Context: an optimization exercise on an open-source flow, tuned for small area, a short achievable clock period and few clock cycles per item. The choices shown serve that exercise and are no tape-out recipe. RTL that was checked went through simulation tests only; none was proved equivalent to the original. Power figures rest on the tool's default switching activity, not on a simulated workload.

==> flow/design.v <==
package asre_pkg;
  localparam int SAMPLE_W    = 16;
  localparam int CFG_INDEX_W = 2;
  localparam int CFG_DATA_W  = 16;
  typedef logic signed [SAMPLE_W-1:0] sample_t;
  typedef logic        [SAMPLE_W-1:0] delta_t;
  typedef enum logic [CFG_INDEX_W-1:0] {
    REG_DELTA_THRESHOLD = 2'd0,
    REG_UPPER_LIMIT     = 2'd1,
    REG_LOWER_LIMIT     = 2'd2
  } cfg_index_t;
  localparam delta_t  DELTA_THRESHOLD_RESET = '0;
  localparam sample_t UPPER_LIMIT_RESET     = 16'sh7FFF;
  localparam sample_t LOWER_LIMIT_RESET     = 16'sh8000;
endpackage
module asre_avg_div_a (
  input  logic [20:0] acc_i,    
  output logic [20:0] y1_o
);
  logic neg;
  assign neg  = (acc_i < 21'd983043);            
  assign y1_o = acc_i + {4'b0, acc_i[20:4]} + {16'b0, neg, neg, neg, 2'b0};
endmodule
module asre_avg_div_b (
  input  logic [20:0] y1_i,
  output logic [15:0] avg_o
);
  logic [20:0] y3;
  assign y3    = y1_i + {8'b0, y1_i[20:8]} + {16'b0, y1_i[20:16]};
  assign avg_o = {~y3[20], y3[19:5]};
endmodule
module averaged_sensor_range_event_unit #(
  parameter int AVERAGE_COUNT = 10
) (
  input  logic                                      clk,
  input  logic                                      rst_n,
  input  logic                                      in_valid,
  output logic                                      in_ready,
  input  logic signed [asre_pkg::SAMPLE_W-1:0]      in_sample,
  output logic                                      out_valid,
  input  logic                                      out_ready,
  output logic signed [asre_pkg::SAMPLE_W-1:0]      out_reported_value,
  output logic                                      out_range_event,
  input  logic                                      cfg_we,
  input  logic [asre_pkg::CFG_INDEX_W-1:0]          cfg_index,
  input  logic [asre_pkg::CFG_DATA_W-1:0]           cfg_wdata
);
  localparam int SAMPLE_W = asre_pkg::SAMPLE_W;
  localparam logic [asre_pkg::CFG_INDEX_W-1:0] REG_DELTA_THRESHOLD = asre_pkg::REG_DELTA_THRESHOLD;
  localparam logic [asre_pkg::CFG_INDEX_W-1:0] REG_UPPER_LIMIT     = asre_pkg::REG_UPPER_LIMIT;
  localparam logic [asre_pkg::CFG_INDEX_W-1:0] REG_LOWER_LIMIT     = asre_pkg::REG_LOWER_LIMIT;
  localparam logic        [SAMPLE_W-1:0] DELTA_THRESHOLD_RESET = asre_pkg::DELTA_THRESHOLD_RESET;
  localparam logic signed [SAMPLE_W-1:0] UPPER_LIMIT_RESET     = asre_pkg::UPPER_LIMIT_RESET;
  localparam logic signed [SAMPLE_W-1:0] LOWER_LIMIT_RESET     = asre_pkg::LOWER_LIMIT_RESET;
  logic        [SAMPLE_W-1:0] nthr_r;
  logic        [SAMPLE_W-1:0] nupper_r;
  logic        [SAMPLE_W-1:0] nlower_r;
  logic        [SAMPLE_W:0]   ge_u, gt_l;
  logic        [SAMPLE_W-1:0] c_off;
  logic                       adv;
  logic                       k_free;      
  logic signed [SAMPLE_W-1:0] k_sample;
  logic                       a_valid, b_valid, c_valid;
  logic signed [SAMPLE_W-1:0] a_sample, b_sample, c_sample;
  logic                       b_end, c_end, c_first, c_range;
  logic                       seen_a, seen_c;
  logic                       out_valid_r;
  logic signed [SAMPLE_W-1:0] held_r, held_nxt;
  logic                       event_r, event_nxt;
  logic [3:0]  cnt_r;
  logic        start_r, a_end;
  logic [20:0] acc_r, acc_nxt, a_add;
  logic        a_first, a_acc;
  logic [20:0] y1_nxt, y1_r;
  logic [15:0] avg;
  logic signed [SAMPLE_W+1:0] dp, dn;
  logic                       hit;
  assign adv      = !out_valid_r || out_ready;
  assign c_first  = !seen_c;
  assign in_ready = k_free;
  assign out_valid          = out_valid_r;
  assign out_reported_value = held_r;
  assign out_range_event    = event_r;
  assign a_first = !seen_a;
  assign a_acc   = a_valid && !a_first;
  assign a_end   = (cnt_r == 4'd9);
  assign a_add   = {{(21-SAMPLE_W){a_sample[SAMPLE_W-1]}}, a_sample};
  assign acc_nxt = (start_r ? 21'd983043 : acc_r) + a_add + {a_add[19:0], 1'b0};
  asre_avg_div_a u_div_a (
    .acc_i (acc_r),
    .y1_o  (y1_nxt)
  );
  asre_avg_div_b u_div_b (
    .y1_i  (y1_r),
    .avg_o (avg)
  );
  always_comb begin
    dp  = {{2{c_sample[SAMPLE_W-1]}}, c_sample} + {{2{~held_r[SAMPLE_W-1]}}, ~held_r}
        + {2'b11, nthr_r} + 18'd2;
    dn  = {{2{held_r[SAMPLE_W-1]}}, held_r} + {{2{~c_sample[SAMPLE_W-1]}}, ~c_sample}
        + {2'b11, nthr_r} + 18'd2;
    c_off   = c_sample ^ 16'h8000;
    ge_u    = {1'b0, c_off} + {1'b0, nupper_r ^ 16'h8000} + 17'd1;
    gt_l    = {1'b0, c_off} + {1'b0, nlower_r ^ 16'h8000};
    c_range = ge_u[SAMPLE_W] || !gt_l[SAMPLE_W];
    hit = (!dp[SAMPLE_W+1] || !dn[SAMPLE_W+1]) && c_range;
    held_nxt  = held_r;
    event_nxt = event_r;
    if (c_valid) begin
      event_nxt = 1'b0;
      if (c_first || hit) begin
        held_nxt  = c_sample;
        event_nxt = 1'b1;
      end else if (c_end) begin
        held_nxt  = avg;
      end
    end
  end
  always_ff @(posedge clk) begin
    if (!rst_n) begin
      nthr_r      <= ~DELTA_THRESHOLD_RESET;
      nupper_r    <= ~UPPER_LIMIT_RESET;
      nlower_r    <= ~LOWER_LIMIT_RESET;
      k_free      <= 1'b1;
      a_valid     <= 1'b0;
      b_valid     <= 1'b0;
      c_valid     <= 1'b0;
      out_valid_r <= 1'b0;
      seen_a      <= 1'b0;
      seen_c      <= 1'b0;
      cnt_r       <= '0;
      start_r     <= 1'b1;
    end else begin
      if (cfg_we) begin
        case (cfg_index)
          REG_DELTA_THRESHOLD: nthr_r   <= ~cfg_wdata;
          REG_UPPER_LIMIT:     nupper_r <= ~cfg_wdata;
          REG_LOWER_LIMIT:     nlower_r <= ~cfg_wdata;
          default: ;
        endcase
      end
      if (adv) begin
        k_free      <= 1'b1;
        a_valid     <= !k_free || in_valid;
        b_valid     <= a_valid;
        c_valid     <= b_valid;
        out_valid_r <= c_valid;
        seen_a      <= seen_a || a_valid;
        seen_c      <= seen_c || c_valid;
        if (a_acc) begin
          cnt_r   <= a_end ? 4'd0 : cnt_r + 4'd1;
          start_r <= a_end;
        end
      end else if (in_valid) begin
        k_free  <= 1'b0;
      end
    end
  end
  always_ff @(posedge clk) begin
    if (k_free) begin
      k_sample <= in_sample;
    end
    if (adv) begin
      a_sample <= k_free ? (in_valid ? in_sample : '0) : k_sample;
      b_sample <= a_sample;
      c_sample <= b_sample;
      b_end    <= a_end;
      c_end    <= b_end;
      y1_r     <= y1_nxt;
      acc_r    <= acc_nxt;
      held_r   <= held_nxt;
      event_r  <= event_nxt;
    end
  end
endmodule
export LEC_CHECK = 0
export ABC_AREA = 1
export CAP_MARGIN = 20
export CORE_MARGIN = 2
export CORE_UTILIZATION = 40
export SLEW_MARGIN = 20
create_clock -name core_clock -period 12.0 [get_ports {clk}]
standard.sh (not shown) runs the stock make flow with config.mk's settings and CLKGATE_MAP_FILE= SYNTH_SCRIPT=/design/flow/synth_recipe.tcl, a recipe that flattens the netlist after the stock synthesis.
==> flow/flow/run.sh <==
#!/bin/bash
set -euo pipefail
bash standard.sh \
  SETUP_SLACK_MARGIN=8.5 \
  "BUFFER_PORTS_ARGS=-buffer_cell sky130_fd_sc_hd__buf_4" \
  finish > standard.log 2>&1
The first run passed the timing, DRC and antenna checks.
Change:
--- a/flow/design.v
+++ b/flow/design.v
@@ -50,17 +50,15 @@
   localparam logic [asre_pkg::CFG_INDEX_W-1:0] REG_UPPER_LIMIT     = asre_pkg::REG_UPPER_LIMIT;
   localparam logic [asre_pkg::CFG_INDEX_W-1:0] REG_LOWER_LIMIT     = asre_pkg::REG_LOWER_LIMIT;
   localparam logic        [SAMPLE_W-1:0] DELTA_THRESHOLD_RESET = asre_pkg::DELTA_THRESHOLD_RESET;
   localparam logic signed [SAMPLE_W-1:0] UPPER_LIMIT_RESET     = asre_pkg::UPPER_LIMIT_RESET;
   localparam logic signed [SAMPLE_W-1:0] LOWER_LIMIT_RESET     = asre_pkg::LOWER_LIMIT_RESET;
-  logic        [SAMPLE_W-1:0] nthr_r;
-  logic        [SAMPLE_W-1:0] nupper_r;
-  logic        [SAMPLE_W-1:0] nlower_r;
-  logic        [SAMPLE_W:0]   ge_u, gt_l;
-  logic        [SAMPLE_W-1:0] c_off;
+  logic        [SAMPLE_W-1:0] delta_thr_r;
+  logic signed [SAMPLE_W-1:0] upper_r;
+  logic signed [SAMPLE_W-1:0] lower_r;
   logic                       adv;
-  logic                       k_free;      
+  logic                       k_valid;
   logic signed [SAMPLE_W-1:0] k_sample;
   logic                       a_valid, b_valid, c_valid;
   logic signed [SAMPLE_W-1:0] a_sample, b_sample, c_sample;
   logic                       b_end, c_end, c_first, c_range;
   logic                       seen_a, seen_c;
@@ -75,37 +73,34 @@
   logic [15:0] avg;
   logic signed [SAMPLE_W+1:0] dp, dn;
   logic                       hit;
   assign adv      = !out_valid_r || out_ready;
   assign c_first  = !seen_c;
-  assign in_ready = k_free;
+  assign in_ready = !k_valid;
   assign out_valid          = out_valid_r;
   assign out_reported_value = held_r;
   assign out_range_event    = event_r;
   assign a_first = !seen_a;
   assign a_acc   = a_valid && !a_first;
   assign a_end   = (cnt_r == 4'd9);
-  assign a_add   = {{(21-SAMPLE_W){a_sample[SAMPLE_W-1]}}, a_sample};
-  assign acc_nxt = (start_r ? 21'd983043 : acc_r) + a_add + {a_add[19:0], 1'b0};
+  assign a_add   = a_acc ? {{(21-SAMPLE_W){a_sample[SAMPLE_W-1]}}, a_sample} : 21'd0;
+  assign acc_nxt = ((a_acc && start_r) ? 21'd983043 : acc_r) + a_add + {a_add[19:0], 1'b0};
   asre_avg_div_a u_div_a (
     .acc_i (acc_r),
     .y1_o  (y1_nxt)
   );
   asre_avg_div_b u_div_b (
     .y1_i  (y1_r),
     .avg_o (avg)
   );
   always_comb begin
     dp  = {{2{c_sample[SAMPLE_W-1]}}, c_sample} + {{2{~held_r[SAMPLE_W-1]}}, ~held_r}
-        + {2'b11, nthr_r} + 18'd2;
-    dn  = {{2{held_r[SAMPLE_W-1]}}, held_r} + {{2{~c_sample[SAMPLE_W-1]}}, ~c_sample}
-        + {2'b11, nthr_r} + 18'd2;
-    c_off   = c_sample ^ 16'h8000;
-    ge_u    = {1'b0, c_off} + {1'b0, nupper_r ^ 16'h8000} + 17'd1;
-    gt_l    = {1'b0, c_off} + {1'b0, nlower_r ^ 16'h8000};
-    c_range = ge_u[SAMPLE_W] || !gt_l[SAMPLE_W];
-    hit = (!dp[SAMPLE_W+1] || !dn[SAMPLE_W+1]) && c_range;
+        + {2'b11, ~delta_thr_r} + 18'd2;
+    dn  = {{2{c_sample[SAMPLE_W-1]}}, c_sample} + {{2{~held_r[SAMPLE_W-1]}}, ~held_r}
+        + {2'b00, delta_thr_r};
+    c_range = (c_sample >= upper_r) || (c_sample <= lower_r);
+    hit = (!dp[SAMPLE_W+1] || dn[SAMPLE_W+1]) && c_range;
     held_nxt  = held_r;
     event_nxt = event_r;
     if (c_valid) begin
       event_nxt = 1'b0;
       if (c_first || hit) begin
@@ -116,14 +111,14 @@
       end
     end
   end
   always_ff @(posedge clk) begin
     if (!rst_n) begin
-      nthr_r      <= ~DELTA_THRESHOLD_RESET;
-      nupper_r    <= ~UPPER_LIMIT_RESET;
-      nlower_r    <= ~LOWER_LIMIT_RESET;
-      k_free      <= 1'b1;
+      delta_thr_r <= DELTA_THRESHOLD_RESET;
+      upper_r     <= UPPER_LIMIT_RESET;
+      lower_r     <= LOWER_LIMIT_RESET;
+      k_valid     <= 1'b0;
       a_valid     <= 1'b0;
       b_valid     <= 1'b0;
       c_valid     <= 1'b0;
       out_valid_r <= 1'b0;
       seen_a      <= 1'b0;
@@ -131,39 +126,39 @@
       cnt_r       <= '0;
       start_r     <= 1'b1;
     end else begin
       if (cfg_we) begin
         case (cfg_index)
-          REG_DELTA_THRESHOLD: nthr_r   <= ~cfg_wdata;
-          REG_UPPER_LIMIT:     nupper_r <= ~cfg_wdata;
-          REG_LOWER_LIMIT:     nlower_r <= ~cfg_wdata;
+          REG_DELTA_THRESHOLD: delta_thr_r <= cfg_wdata;
+          REG_UPPER_LIMIT:     upper_r     <= cfg_wdata;
+          REG_LOWER_LIMIT:     lower_r     <= cfg_wdata;
           default: ;
         endcase
       end
       if (adv) begin
-        k_free      <= 1'b1;
-        a_valid     <= !k_free || in_valid;
+        k_valid     <= 1'b0;
+        a_valid     <= k_valid || in_valid;
         b_valid     <= a_valid;
         c_valid     <= b_valid;
         out_valid_r <= c_valid;
         seen_a      <= seen_a || a_valid;
         seen_c      <= seen_c || c_valid;
         if (a_acc) begin
           cnt_r   <= a_end ? 4'd0 : cnt_r + 4'd1;
           start_r <= a_end;
         end
       end else if (in_valid) begin
-        k_free  <= 1'b0;
+        k_valid <= 1'b1;
       end
     end
   end
   always_ff @(posedge clk) begin
-    if (k_free) begin
+    if (!k_valid) begin
       k_sample <= in_sample;
     end
     if (adv) begin
-      a_sample <= k_free ? (in_valid ? in_sample : '0) : k_sample;
+      a_sample <= k_valid ? k_sample : in_sample;
       b_sample <= a_sample;
       c_sample <= b_sample;
       b_end    <= a_end;
       c_end    <= b_end;
       y1_r     <= y1_nxt;
Result:
- area after synthesis decreases by 0.63%
- worst setup slack degrades by 0.61 ns
- clock power goes down by about 2%
- wire length is higher by 3.5%
- combinational power grows by 49%
- first-iteration DRC count is higher by 29%
- cell area grows by 4.8%
- sequential share of layout area is lower by 2.7 points
- clock skew stays flat
- flip-flop and latch count stays the same
- utilization is higher by 2.4 points
- global-route usage increases by 0.25 points
- register-to-register slack degrades by 0.76 ns
- die area came out lower by 0.61%
No run of this note included a check of the RTL's function; only the layout flow was run.

---

## 06-11
Starts from the design.v that is shown in full above.
export LEC_CHECK = 0
export ABC_AREA = 1
export CAP_MARGIN = 20
export CORE_MARGIN = 2
export CORE_UTILIZATION = 40
export SLEW_MARGIN = 20
create_clock -name core_clock -period 12.0 [get_ports {clk}]
==> flow/flow/run.sh <==
#!/bin/bash
set -euo pipefail
here=$(pwd)
bash standard.sh \
  SETUP_SLACK_MARGIN=8.5 \
  "BUFFER_PORTS_ARGS=-buffer_cell sky130_fd_sc_hd__buf_4" \
  "POST_GLOBAL_PLACE_TCL=$here/flow/small_input_buffers.tcl" \
  finish > standard.log 2>&1
==> flow/flow/small_input_buffers.tcl <==
# After global placement: the port buffers of the inputs other than clk and
# out_ready get the smallest buffer; the later repair steps resize any that
# end up on a path that needs it.
foreach port [all_inputs] {
  set pname [get_full_name $port]
  if {$pname eq "clk" || $pname eq "out_ready"} { continue }
  set net [get_nets -quiet $pname]
  if {[llength $net] == 0} { continue }
  foreach pin [get_pins -quiet -of_objects $net] {
    set inst [get_cells -of_objects $pin]
    set master [get_property $inst ref_name]
    if {[string match "sky130_fd_sc_hd__buf_*" $master]} {
      replace_cell $inst sky130_fd_sc_hd__buf_1
    }
  }
}
Here is what was changed in the inputs of 08-10 compared with 06-11.
diff --git a/flow/design.v b/flow/design.v
--- a/flow/design.v
+++ b/flow/design.v
@@ -30,4 +30,33 @@
   assign avg_o = {~y3[20], y3[19:5]};
 endmodule
+module asre_carry #(
+  parameter int W = 16
+) (
+  input  logic [W-1:0] a,
+  input  logic [W-1:0] b,
+  input  logic         ci,
+  output logic         co
+);
+  localparam int N = 1 << $clog2(W);
+  logic [2*N-2:0] g, p;
+  always_comb begin
+    g = '0;
+    p = '0;
+    for (int i = 0; i < N; i++) begin
+      if (i < W) begin
+        g[N-1+i] = a[i] & b[i];
+        p[N-1+i] = a[i] | b[i];
+      end else begin
+        p[N-1+i] = 1'b1;
+      end
+    end
+    g[N-1] = g[N-1] | (p[N-1] & ci);
+    for (int k = N-2; k >= 0; k--) begin
+      g[k] = g[2*k+2] | (p[2*k+2] & g[2*k+1]);
+      p[k] = p[2*k+2] & p[2*k+1];
+    end
+    co = g[0];
+  end
+endmodule
 module averaged_sensor_range_event_unit #(
   parameter int AVERAGE_COUNT = 10
@@ -56,5 +85,5 @@
   logic        [SAMPLE_W-1:0] nupper_r;
   logic        [SAMPLE_W-1:0] nlower_r;
-  logic        [SAMPLE_W:0]   ge_u, gt_l;
+  logic                       ge_u, gt_l;
   logic        [SAMPLE_W-1:0] c_off;
   logic                       adv;
@@ -63,5 +92,5 @@
   logic                       a_valid, b_valid, c_valid;
   logic signed [SAMPLE_W-1:0] a_sample, b_sample, c_sample;
-  logic                       b_end, c_end, c_first, c_range;
+  logic                       b_end, c_end, c_first;
   logic                       seen_a, seen_c;
   logic                       out_valid_r;
@@ -74,5 +103,6 @@
   logic [20:0] y1_nxt, y1_r;
   logic [15:0] avg;
-  logic signed [SAMPLE_W+1:0] dp, dn;
+  logic        [SAMPLE_W+1:0] c_ext, h_ext, t_ext, dp_s, dp_c, dn_s, dn_c;
+  logic                       dp_c17, dn_c17, dp_neg, dn_neg;
   logic                       hit;
   assign adv      = !out_valid_r || out_ready;
@@ -95,14 +125,20 @@
     .avg_o (avg)
   );
+  assign c_ext   = {{2{c_sample[SAMPLE_W-1]}}, c_sample};
+  assign h_ext   = {{2{held_r[SAMPLE_W-1]}}, held_r};
+  assign t_ext   = {2'b11, nthr_r};
+  assign dp_s    = c_ext ^ ~h_ext ^ t_ext;
+  assign dp_c    = (c_ext & ~h_ext) | (c_ext & t_ext) | (~h_ext & t_ext);
+  assign dn_s    = h_ext ^ ~c_ext ^ t_ext;
+  assign dn_c    = (h_ext & ~c_ext) | (h_ext & t_ext) | (~c_ext & t_ext);
+  asre_carry #(.W(17)) u_dp (.a(dp_s[16:0]), .b({dp_c[15:0], 1'b1}), .ci(1'b1), .co(dp_c17));
+  asre_carry #(.W(17)) u_dn (.a(dn_s[16:0]), .b({dn_c[15:0], 1'b1}), .ci(1'b1), .co(dn_c17));
+  assign dp_neg  = dp_s[17] ^ dp_c[16] ^ dp_c17;
+  assign dn_neg  = dn_s[17] ^ dn_c[16] ^ dn_c17;
+  assign c_off   = c_sample ^ 16'h8000;
+  asre_carry #(.W(16)) u_ge (.a(c_off), .b(nupper_r ^ 16'h8000), .ci(1'b1), .co(ge_u));
+  asre_carry #(.W(16)) u_gt (.a(c_off), .b(nlower_r ^ 16'h8000), .ci(1'b0), .co(gt_l));
   always_comb begin
-    dp  = {{2{c_sample[SAMPLE_W-1]}}, c_sample} + {{2{~held_r[SAMPLE_W-1]}}, ~held_r}
-        + {2'b11, nthr_r} + 18'd2;
-    dn  = {{2{held_r[SAMPLE_W-1]}}, held_r} + {{2{~c_sample[SAMPLE_W-1]}}, ~c_sample}
-        + {2'b11, nthr_r} + 18'd2;
-    c_off   = c_sample ^ 16'h8000;
-    ge_u    = {1'b0, c_off} + {1'b0, nupper_r ^ 16'h8000} + 17'd1;
-    gt_l    = {1'b0, c_off} + {1'b0, nlower_r ^ 16'h8000};
-    c_range = ge_u[SAMPLE_W] || !gt_l[SAMPLE_W];
-    hit = (!dp[SAMPLE_W+1] || !dn[SAMPLE_W+1]) && c_range;
+    hit = (!dp_neg || !dn_neg) && (ge_u || !gt_l);
     held_nxt  = held_r;
     event_nxt = event_r;
--- outcome ---
Lower pin slew with the least headroom to its limit goes to 06-11 over 08-10.
Max-capacitance violation count came out exactly the same in 08-10 and 06-11.
Going from 06-11 to 08-10, aggregate routed wire length shrank by a little under 10%.
Re synthesized-area fraction occupied by and/or/nand/nor cells: 06-11 was lower than 08-10.
Power: 08-10 draws less than 06-11
06-11 ended up with out_reported_value[4] as its capture point of the worst path; 08-10 ended up with out_reported_value[3].
Testbench counts of 08-10, summed over its fixed seeds: cycles 16,032, items 16,000.
Function not checked in 06-11: the RTL went through the layout flow alone.

static timing again, ports no longer ideal:
Ports are ideal in the flow. The routed layouts listed here were re-timed in OpenROAD.
Step 1 assumes that a clkbuf_16 drives the clock port and a buf_2 every other input.
Step 2 adds t to the input delays and takes it off the output delays; t is the mean of the earliest and latest rising clock arrival at the registers after step 1. Input paths then give back, and output paths get back, about the clock's delay inside the block.
Slacks: ideal / step 1 / step 2; pairs: ideal / step 1.
run | t, ns | setup WS [ns] | slew at the worst register clock pin (ns)
the first run of note 1 | 0.471 | 8.537 / 8.494 / 8.239 | 0.08 / 0.08
the second run of note 1 | 0.484 | 7.929 / 7.929 / 7.659 | 0.09 / 0.09
06-11 | 0.471 | 8.524 / 8.481 / 8.248 | 0.08 / 0.08
08-10 | 0.475 | 8.550 / 8.506 / 8.235 | 0.07 / 0.07
After both steps setup and hold are still met in every run listed. For 08-10, which loses most, drivers alone change the setup slack by -0.044 ns; drivers and shift together by -0.315 ns.
